Context: an optimization exercise on an open-source flow, tuned for small area. The choices shown serve that exercise and are no tape-out recipe. Only simulation tests tie the RTL to the original design; equivalence was not proved. Power is estimated from default activity; no workload was simulated. The clock port is modelled as an ideal driver; clocking choices that lean on that would not hold on a real chip.

==> flow/design.v (excerpt) <==
module calc_top (
	input  logic                        PB1,
	input  logic                        reset,
	input  logic                        cmd_load,
	input  logic                        step,
	input  logic                        hold,
	input  logic [4-1:0]    nibble,
	output logic [16*8-1:0] line_top,
	output logic [16*8-1:0] line_bottom,
	output logic                        line_valid
);
==> flow/config.mk <==
export PLATFORM = sky130hd
export DESIGN_NAME = calc_top
export DESIGN_NICKNAME = calc_top
export VERILOG_FILES = /design/flow/design.v
export SDC_FILE = /design/flow/constraint.sdc
export NUM_CORES = 4
export LEC_CHECK = 0
export CAP_MARGIN = 20
export CORE_MARGIN = 2
export CORE_UTILIZATION = 40
export SLEW_MARGIN = 20
==> flow/constraint.sdc <==
create_clock -name core_clock -period 10.0 [get_ports {PB1}]
set_input_delay 2.0000 -clock core_clock [delete_from_list [all_inputs] [get_ports {PB1}]]
set_output_delay 2.0000 -clock core_clock [all_outputs]
set_load 0.01 [all_outputs]
standard.sh (not shown) runs the stock make flow with config.mk's settings and CLKGATE_MAP_FILE= SYNTH_SCRIPT=/design/flow/synth_recipe.tcl, a recipe that flattens the netlist after the stock synthesis.
==> flow/flow/run.sh <==
#!/bin/bash
# Standard layout (the standard.sh: standard synthesis and ORFS steps) with these changes:
#  - constant output ports share tie cells in groups of up to 8 (flow/split_ties.tcl)
#    instead of one tie cell per port
#  - CTS inserts no dummy loads, and uses smaller clock buffers in larger sink clusters
#  - port buffers are the smallest buffer
set -euo pipefail
export SKIP_REPAIR_TIE_FANOUT=1
export POST_FLOORPLAN_TCL="$PWD/flow/split_ties.tcl"
export CTS_ARGS="-sink_clustering_enable -repair_clock_nets -dont_use_dummy_load -buf_list {sky130_fd_sc_hd__clkbuf_4 sky130_fd_sc_hd__clkbuf_8} -sink_clustering_size 16 -sink_clustering_max_diameter 80"
export BUFFER_PORTS_ARGS="-buffer_cell sky130_fd_sc_hd__buf_1"
bash standard.sh > flow_make.log 2>&1
==> flow/flow/split_ties.tcl <==
# Run after floorplan (POST_FLOORPLAN_TCL). Synthesis leaves one tie cell per constant value;
# give every group of up to 8 loads of a tie net its own tie cell, so that no tie net is long,
# while not spending a tie cell on every constant output port.
set group_size 8
set block [ord::get_db_block]
set made 0
set ties {}
foreach inst [$block getInsts] {
  if {[[$inst getMaster] getName] eq "sky130_fd_sc_hd__conb_1"} { lappend ties $inst }
}
foreach inst $ties {
  set master [$inst getMaster]
  foreach iterm [$inst getITerms] {
    set pin [[$iterm getMTerm] getName]
    if {$pin ne "HI" && $pin ne "LO"} { continue }
    set net [$iterm getNet]
    if {$net eq "NULL"} { continue }
    set loads {}
    foreach it [$net getITerms] {
      if {[$it getInst] eq $inst} { continue }
      lappend loads [list "[[$it getInst] getName]/[[$it getMTerm] getName]" i $it]
    }
    foreach bt [$net getBTerms] { lappend loads [list [$bt getName] b $bt] }
    set loads [lsort -dictionary -index 0 $loads]
    set n [llength $loads]
    # the first group stays on the existing tie
    for {set i $group_size} {$i < $n} {incr i $group_size} {
      set name "tie_split_${made}"
      set tie [odb::dbInst_create $block $master $name]
      set tnet [odb::dbNet_create $block "${name}_net"]
      [$tie findITerm $pin] connect $tnet
      foreach l [lrange $loads $i [expr {$i + $group_size - 1}]] {
        set obj [lindex $l 2]
        $obj disconnect
        $obj connect $tnet
      }
      incr made
    }
  }
}
puts "split_ties: added $made tie cells"
The starting point completed with no timing, DRC or antenna violations.
Change:
- CORE_UTILIZATION: 40 -> 65
=> Die area drops by 38%. Core utilization rises by 24 points. Via count increases by 1.2%. Sequential share of layout area grows by 0.97 points. Worst setup slack gets worse by 0.29 ns. Global-route usage rose by 11 points. Synthesized cell count does not change. Critical path depth stays the same. Clock-buffer cell count stays the same.

---

calc_top again, from the RTL that the note above started with.
export LEC_CHECK = 0
export CAP_MARGIN = 20
export CORE_MARGIN = 2
export CORE_UTILIZATION = 40
export SLEW_MARGIN = 20
create_clock -name core_clock -period 10.0 [get_ports {PB1}]
==> flow/flow/split_ties.tcl <==
# Run after floorplan (POST_FLOORPLAN_TCL). Synthesis leaves one tie cell per constant value;
# give every group of up to 8 constant output ports its own tie cell, so that no tie net is
# long, while not spending a tie cell on every port.
set group_size 8
set block [ord::get_db_block]
set made 0
foreach inst [$block getInsts] {
  set master [$inst getMaster]
  if {[$master getName] ne "sky130_fd_sc_hd__conb_1"} { continue }
  foreach iterm [$inst getITerms] {
    set pin [[$iterm getMTerm] getName]
    if {$pin ne "HI" && $pin ne "LO"} { continue }
    set net [$iterm getNet]
    if {$net eq "NULL"} { continue }
    set ports {}
    foreach bterm [$net getBTerms] { lappend ports [list [$bterm getName] $bterm] }
    # keep the first group on the existing tie, together with any cell loads
    set ports [lsort -dictionary -index 0 $ports]
    set n [llength $ports]
    for {set i $group_size} {$i < $n} {incr i $group_size} {
      set name "tie_split_${made}"
      set tie [odb::dbInst_create $block $master $name]
      set tnet [odb::dbNet_create $block "${name}_net"]
      [$tie findITerm $pin] connect $tnet
      foreach p [lrange $ports $i [expr {$i + $group_size - 1}]] {
        set bterm [lindex $p 1]
        $bterm disconnect
        $bterm connect $tnet
      }
      incr made
    }
  }
}
puts "split_ties: added $made tie cells"
Scripts as last shown in full above: flow/flow/run.sh
Change:
==> flow/flow/run.sh (replaced) <==
#!/bin/bash
# Standard layout (the standard.sh: standard synthesis and ORFS steps) with these changes:
#  - constant outputs share one tie cell per value instead of one tie cell per port
#  - CTS inserts no dummy loads, and uses smaller clock buffers in larger sink clusters
#  - port buffers are the smallest buffer
set -euo pipefail
export SKIP_REPAIR_TIE_FANOUT=1
export CTS_ARGS="-sink_clustering_enable -repair_clock_nets -dont_use_dummy_load -buf_list {sky130_fd_sc_hd__clkbuf_4 sky130_fd_sc_hd__clkbuf_8} -sink_clustering_size 18 -sink_clustering_max_diameter 80"
export BUFFER_PORTS_ARGS="-buffer_cell sky130_fd_sc_hd__buf_1"
bash standard.sh > flow_make.log 2>&1
removed: flow/flow/split_ties.tcl
The new run completed without violations.
Setup slack gets better by 12 ps.
Combinational power hardly moves.
Clock skew goes up by 12 ps.
Final area is about the same.
Routed wire length barely changes.
Final cell count stays flat.
Via count decreases by 0.52%.
Synthesized cell count does not change.
Area after synthesis is unchanged.
Count of clock-buffer cells in the layout falls by 3.
Register-to-register slack hardly moves.

---

## job 9705
The RTL this note starts from:
==> flow/design.v <==
package calc_pkg;
	typedef enum logic [2:0] {
		OP_WRITE       = 3'd0,
		OP_READ        = 3'd1,
		OP_READ2       = 3'd2,
		OP_WRITE_READ  = 3'd3,
		OP_WRITE_READ2 = 3'd4,
		OP_LESS        = 3'd5,
		OP_XOR         = 3'd6,
		OP_SHIFT       = 3'd7
	} calc_op_e;
	typedef logic [16-1:0] calc_word_t;
	typedef logic [5-1:0] calc_addr_t;
	typedef union packed {
		logic [16*8-1:0]     flat;
		logic [0:16-1][7:0] chars;
	} lcd_line_u;
endpackage
`timescale 1ns/1ns
module calc_top (
	input  logic                        PB1,
	input  logic                        reset,
	input  logic                        cmd_load,
	input  logic                        step,
	input  logic                        hold,
	input  logic [4-1:0]    nibble,
	output logic [16*8-1:0] line_top,
	output logic [16*8-1:0] line_bottom,
	output logic                        line_valid
);
	logic [2:0]  op;
	logic [3:0]  count;
	logic        step_q;
	logic        step_evt;
	logic        wr_en;
	logic        show;
	logic [4:0]  rd_addr_a;
	logic [4:0]  rd_addr_b;
	logic [4:0]  wr_addr;
	logic [15:0] entry_data;
	logic [3:0]  shift_amt;
	logic [4:0]  port_addr;
	logic [15:0] port;
	logic [15:0] wr_word;
	logic [15:0] top_bits;
	logic [15:0] bot_bits;
	logic        shown;
	logic        top_word;
	wire op_two  = (op == calc_pkg::OP_READ2) || (op == calc_pkg::OP_WRITE_READ2);
	wire op_one  = (op == calc_pkg::OP_READ) || (op == calc_pkg::OP_WRITE_READ);
	wire need_b  = op_two || (op == calc_pkg::OP_LESS) || (op == calc_pkg::OP_XOR);
	assign step_evt = step & ~step_q & ~hold & ~cmd_load;
	wire op_w   = (op == calc_pkg::OP_WRITE);
	wire op_r   = (op == calc_pkg::OP_READ);
	wire op_r2  = (op == calc_pkg::OP_READ2);
	wire op_wr  = (op == calc_pkg::OP_WRITE_READ);
	wire op_wr2 = (op == calc_pkg::OP_WRITE_READ2);
	wire op_lx  = (op == calc_pkg::OP_LESS) || (op == calc_pkg::OP_XOR);
	wire op_sh  = (op == calc_pkg::OP_SHIFT);
	wire has_b  = op_r2 || op_wr2 || op_lx;
	wire do_a_hi  = !op_w && count == 4'd1;
	wire do_a_lo  = !op_w && count == 4'd2;
	wire do_b_hi  = has_b && count == 4'd3;
	wire do_b_lo  = has_b && count == 4'd4;
	wire do_w_hi  = (op_w && count == 4'd1) || ((op_wr || op_sh) && count == 4'd3) ||
	                ((op_wr2 || op_lx) && count == 4'd5);
	wire do_w_lo  = (op_w && count == 4'd2) || ((op_wr || op_sh) && count == 4'd4) ||
	                ((op_wr2 || op_lx) && count == 4'd6);
	wire do_data  = (op_w && count >= 4'd3 && count <= 4'd6) ||
	                (op_wr && count >= 4'd5 && count <= 4'd8) ||
	                (op_wr2 && count >= 4'd7 && count <= 4'd10);
	wire do_shamt = op_sh && count == 4'd5;
	wire do_write = ((op_w || op_lx) && count == 4'd7) || (op_wr && count == 4'd9) ||
	                (op_wr2 && count == 4'd11) || (op_sh && count == 4'd6);
	wire do_show  = ((op_w || op_lx) && count == 4'd8) || (op_r && count == 4'd3) ||
	                (op_r2 && count == 4'd5) || (op_wr && count == 4'd10) ||
	                (op_wr2 && count == 4'd12) || (op_sh && count == 4'd7);
	always_ff @(posedge PB1) begin
		if (reset) begin
			op     <= calc_pkg::OP_WRITE;
			count  <= '0;
			step_q <= 1'b0;
			wr_en  <= 1'b0;
			show   <= 1'b0;
		end else begin
			step_q <= step;
			wr_en  <= step_evt && (do_write);
			show   <= step_evt && (do_show);
			if (cmd_load) begin
				op    <= nibble[2:0];
				count <= '0;
			end else if (hold) begin
				count <= '0;
			end else if (step_evt) begin
				count <= (do_show) ? 4'd0 : count + 4'd1;
			end
		end
	end
	logic [16*32-1:0] ring;
	logic [4:0]  rot;
	logic        clr;
	logic        pend;
	logic [4:0]  pend_addr;
	logic [4:0]  pend_slot;
	logic        pend_on;
	logic        zero_fill;
	logic [15:0] ins_data;
	logic [3:0]  ins_sel;
	assign zero_fill = reset || clr;
	assign pend_on   = pend || wr_en;
	assign pend_slot = pend_addr - rot;
	assign ins_data  = zero_fill ? 16'd0 : entry_data;
	always_comb begin
		for (int k = 0; k < 4; k++)
			ins_sel[k] = zero_fill || (pend_on && pend_slot == 5'(8*k + 1));
	end
	always_ff @(posedge PB1) begin
		for (int s = 0; s < 32; s++) begin
			if (s % 8 == 0 && ins_sel[s/8])
				ring[16*s +: 16] <= ins_data;
			else
				ring[16*s +: 16] <= ring[16*((s+1) % 32) +: 16];
		end
	end
	always_ff @(posedge PB1) begin
		if (reset) begin
			rot   <= '0;
			clr   <= 1'b1;
			pend  <= 1'b0;
		end else begin
			rot <= rot + 5'd1;
			if (rot == 5'd6) clr <= 1'b0;
			pend <= pend_on && (ins_sel == 4'd0);
		end
	end
	logic        a_ok, b_ok;
	logic [15:0] a_word, b_word;
	logic        tap_hit;
	logic [15:0] tap_word;
	logic        got;
	logic [15:0] got_word;
	wire         look_b = a_ok && need_b;
	logic [10:0] tap_sel;
	logic [2:0]  op_nx;
	logic [4:0]  a_nx, b_nx, look_nx, slot_nx;
	logic        a_ok_nx;
	always_comb begin
		op_nx = reset ? calc_pkg::OP_WRITE : (cmd_load ? nibble[2:0] : op);
		a_nx  = rd_addr_a;
		b_nx  = rd_addr_b;
		if (step_evt && do_a_hi) a_nx[4:1] = nibble;
		if (step_evt && do_a_lo) a_nx[0]   = nibble[0];
		if (step_evt && do_b_hi) b_nx[4:1] = nibble;
		if (step_evt && do_b_lo) b_nx[0]   = nibble[0];
		a_ok_nx = !(reset || a_step) && (a_ok || got);
		look_nx = (a_ok_nx && (op_nx == calc_pkg::OP_READ2 || op_nx == calc_pkg::OP_WRITE_READ2 ||
		           op_nx == calc_pkg::OP_LESS || op_nx == calc_pkg::OP_XOR)) ? b_nx : a_nx;
		slot_nx = look_nx - (reset ? 5'd0 : rot + 5'd1);
	end
	always_ff @(posedge PB1) begin
		for (int t = 0; t < 11; t++)
			tap_sel[t] <= (slot_nx == 5'(3*t));
	end
	always_comb begin
		tap_word = '0;
		for (int t = 0; t < 11; t++)
			tap_word = tap_word | ({16{tap_sel[t]}} & ring[16*3*t +: 16]);
	end
	assign tap_hit = |tap_sel;
	assign got      = clr || tap_hit;
	assign got_word = clr ? 16'd0 : tap_word;
	wire a_step = step_evt && (do_a_hi || do_a_lo);
	wire b_step = step_evt && (do_b_hi || do_b_lo);
	wire         b_hold = b_ok || !look_b;
	wire [15:0]  a_next = a_ok ? a_word : got_word;
	wire [15:0]  b_next = b_hold ? b_word : got_word;
	wire upd   = wr_en || (pend && ins_sel != 4'd0);
	wire a_upd = upd && (rd_addr_a == pend_addr);
	wire b_upd = upd && (rd_addr_b == pend_addr);
	always_ff @(posedge PB1) begin
		a_word <= a_upd ? entry_data : a_next;
		b_word <= b_upd ? entry_data : b_next;
		a_ok   <= a_ok_nx;
		b_ok   <= !(reset || b_step) && (b_ok || (look_b && got));
	end
	logic a_lt_b;
	always_comb begin
		a_lt_b = 1'b0;
		for (int i = 0; i < 15; i++)
			a_lt_b = (a_word[i] == b_word[i]) ? a_lt_b : b_word[i];
		a_lt_b = (a_word[15] == b_word[15]) ? a_lt_b : a_word[15];
	end
	always_comb begin
		case (op)
			calc_pkg::OP_LESS:  wr_word = {15'd0, a_lt_b};
			calc_pkg::OP_XOR:   wr_word = a_word ^ b_word;
			default:            wr_word = a_word >> shift_amt;
		endcase
	end
	always_ff @(posedge PB1) begin
		if (step_evt) begin
			if (do_a_hi)  rd_addr_a[4:1] <= nibble;
			if (do_a_lo)  rd_addr_a[0] <= nibble[0];
			if (do_b_hi)  rd_addr_b[4:1] <= nibble;
			if (do_b_lo)  rd_addr_b[0] <= nibble[0];
			if (do_w_hi)  wr_addr[4:1] <= nibble;
			if (do_w_lo)  wr_addr[0] <= nibble[0];
			if (do_shamt) shift_amt <= nibble;
		end
		if (step_evt && do_data)
			entry_data <= {entry_data[11:0], nibble};
		else if (step_evt && do_write && (op == calc_pkg::OP_LESS || op == calc_pkg::OP_XOR || op == calc_pkg::OP_SHIFT))
			entry_data <= wr_word;
		if (step_evt && do_write)
			pend_addr <= wr_addr;
	end
	always_ff @(posedge PB1) begin
		if (reset) begin
			top_bits   <= '0;
			bot_bits   <= '0;
			shown      <= 1'b0;
			top_word   <= 1'b0;
			line_valid <= 1'b0;
		end else begin
			line_valid <= show;
			if (show) begin
				shown    <= 1'b1;
				top_word <= op_two;
				if (op_two)      top_bits <= a_word;
				else if (op_one) top_bits <= {rd_addr_a, 11'd0};
				else             top_bits <= {wr_addr, 11'd0};
				if (op_two)      bot_bits <= b_next;
				else if (op_one) bot_bits <= a_next;
				else             bot_bits <= entry_data;
			end
		end
	end
	always_comb begin
		for (int i = 0; i < 16; i++) begin
			line_top[127-8*i -: 8]    = {3'b001, (i < 5) ? shown : top_word, 3'b000, top_bits[15-i]};
			line_bottom[127-8*i -: 8] = {3'b001, shown, 3'b000, bot_bits[15-i]};
		end
	end
endmodule
export LEC_CHECK = 0
export ABC_AREA = 1
export CAP_MARGIN = 20
export CORE_MARGIN = 2
export CORE_UTILIZATION = 40
export SLEW_MARGIN = 20
create_clock -name core_clock -period 10.0 [get_ports {PB1}]
==> flow/flow/run.sh <==
#!/bin/bash
# Standard layout (the standard.sh: standard synthesis and ORFS steps) with these changes:
#  - constant output ports share tie cells in groups of up to 8 (flow/split_ties.tcl)
#    instead of one tie cell per port
#  - CTS inserts no dummy loads, and uses smaller clock buffers in larger sink clusters
#  - port buffers are the smallest buffer
set -euo pipefail
export SKIP_REPAIR_TIE_FANOUT=1
export POST_FLOORPLAN_TCL="$PWD/flow/split_ties.tcl"
export CTS_ARGS="-sink_clustering_enable -repair_clock_nets -dont_use_dummy_load -buf_list {sky130_fd_sc_hd__clkbuf_16} -sink_clustering_size 30 -sink_clustering_max_diameter 100"
export BUFFER_PORTS_ARGS="-buffer_cell sky130_fd_sc_hd__buf_1"
bash standard.sh > flow_make.log 2>&1
==> flow/flow/split_ties.tcl <==
# Run after floorplan (POST_FLOORPLAN_TCL). Synthesis leaves one tie cell per constant value;
# give every group of up to 8 loads of a tie net its own tie cell, so that no tie net is long,
# while not spending a tie cell on every constant output port.
set group_size 8
set block [ord::get_db_block]
set made 0
set ties {}
foreach inst [$block getInsts] {
  if {[[$inst getMaster] getName] eq "sky130_fd_sc_hd__conb_1"} { lappend ties $inst }
}
foreach inst $ties {
  set master [$inst getMaster]
  foreach iterm [$inst getITerms] {
    set pin [[$iterm getMTerm] getName]
    if {$pin ne "HI" && $pin ne "LO"} { continue }
    set net [$iterm getNet]
    if {$net eq "NULL"} { continue }
    set loads {}
    foreach it [$net getITerms] {
      if {[$it getInst] eq $inst} { continue }
      lappend loads [list "[[$it getInst] getName]/[[$it getMTerm] getName]" i $it]
    }
    foreach bt [$net getBTerms] { lappend loads [list [$bt getName] b $bt] }
    set loads [lsort -dictionary -index 0 $loads]
    set n [llength $loads]
    # the first group stays on the existing tie
    for {set i $group_size} {$i < $n} {incr i $group_size} {
      set name "tie_split_${made}"
      set tie [odb::dbInst_create $block $master $name]
      set tnet [odb::dbNet_create $block "${name}_net"]
      [$tie findITerm $pin] connect $tnet
      foreach l [lrange $loads $i [expr {$i + $group_size - 1}]] {
        set obj [lindex $l 2]
        $obj disconnect
        $obj connect $tnet
      }
      incr made
    }
  }
}
puts "split_ties: added $made tie cells"
Job 9705 closes out successfully: all stages finished, all timing, DRC and antenna checks passed.
Changes in job 7011 relative to job 9705:
Settings: a deleted ABC_AREA that had been 1.
diff --git a/flow/flow/run.sh b/flow/flow/run.sh
--- a/flow/flow/run.sh
+++ b/flow/flow/run.sh
@@ -8,5 +8,5 @@
 export SKIP_REPAIR_TIE_FANOUT=1
 export POST_FLOORPLAN_TCL="$PWD/flow/split_ties.tcl"
-export CTS_ARGS="-sink_clustering_enable -repair_clock_nets -dont_use_dummy_load -buf_list {sky130_fd_sc_hd__clkbuf_16} -sink_clustering_size 30 -sink_clustering_max_diameter 100"
+export CTS_ARGS="-sink_clustering_enable -repair_clock_nets -dont_use_dummy_load -buf_list {sky130_fd_sc_hd__clkbuf_4 sky130_fd_sc_hd__clkbuf_8} -sink_clustering_size 16 -sink_clustering_max_diameter 80"
 export BUFFER_PORTS_ARGS="-buffer_cell sky130_fd_sc_hd__buf_1"
 bash standard.sh > flow_make.log 2>&1
Notes after the runs:
Job 9705 | stages: all done | timing, DRC, antenna: all pass. Job 7011: full flow OK, the timing, design-rule and antenna checks passed. Cmp job 7011 vs job 9705: synthesized cell count lower in job 7011. Against job 9705, job 7011 reports a non-clock buffer count that is higher. Delta (job 7011 minus job 9705): layout-stage area growth over the synthesis result did not really move, fraction of the mapped netlist area in adder cells went up.
Modified inputs, job 8704 compared to job 7011
Settings: putting ABC_AREA at 1 where nothing was set.
==> comparison <==
- Diff job 7011 -> job 8704: final critical path time including I/O delays and setup down 130 ps; portion of the post-synthesis area used by sequential elements shows an increase of 0.21 points; die area shrank by about 0.33%.
- Relative to job 7011, number of antenna violations at the first check in global routing has gone down in job 8704.
- Comparing detailed-routed wire length on met3 for job 7011 and job 8704, the smaller number came from job 8704.
- The starting density of the core on job 7011 is in line with that on job 8704.
- Relative to job 7011, job 8704 improves relative max-transition margin.

## afterwards: timing with drivers on the ports
No port has a modelled driver above. Below, the same layouts with a new extraction and two added sets of constraints.
Step 1 assumes that a clkbuf_16 drives the clock port and a buf_2 every other input.
Step 2 times the ports against the registers' clock, not the clock port: input delays grow and output delays shrink by t, the midpoint of the rising clock arrivals with the driver on.
a / b / c = ideal / step 1 / step 2; a / b = the first two.
run	t, ns	setup slack, ns	pins driven straight from the clock port
the first run of note 1	0.701	4.396 / 4.396 / 4.396	1
the second run of note 1	0.664	4.109 / 4.109 / 4.109	1
the first run of note 2	0.695	4.569 / 4.569 / 4.569	1
the second run of note 2	0.691	4.581 / 4.581 / 4.581	1
job 9705	0.621	4.871 / 4.905 / 4.284	1
job 7011	0.653	4.787 / 4.808 / 4.155	1
job 8704	0.663	4.917 / 4.946 / 4.282	1
After both steps setup and hold are still met in every run listed. The setup slack of job 8704, which loses most, moves by +0.029 ns with the drivers and by -0.635 ns with both steps.
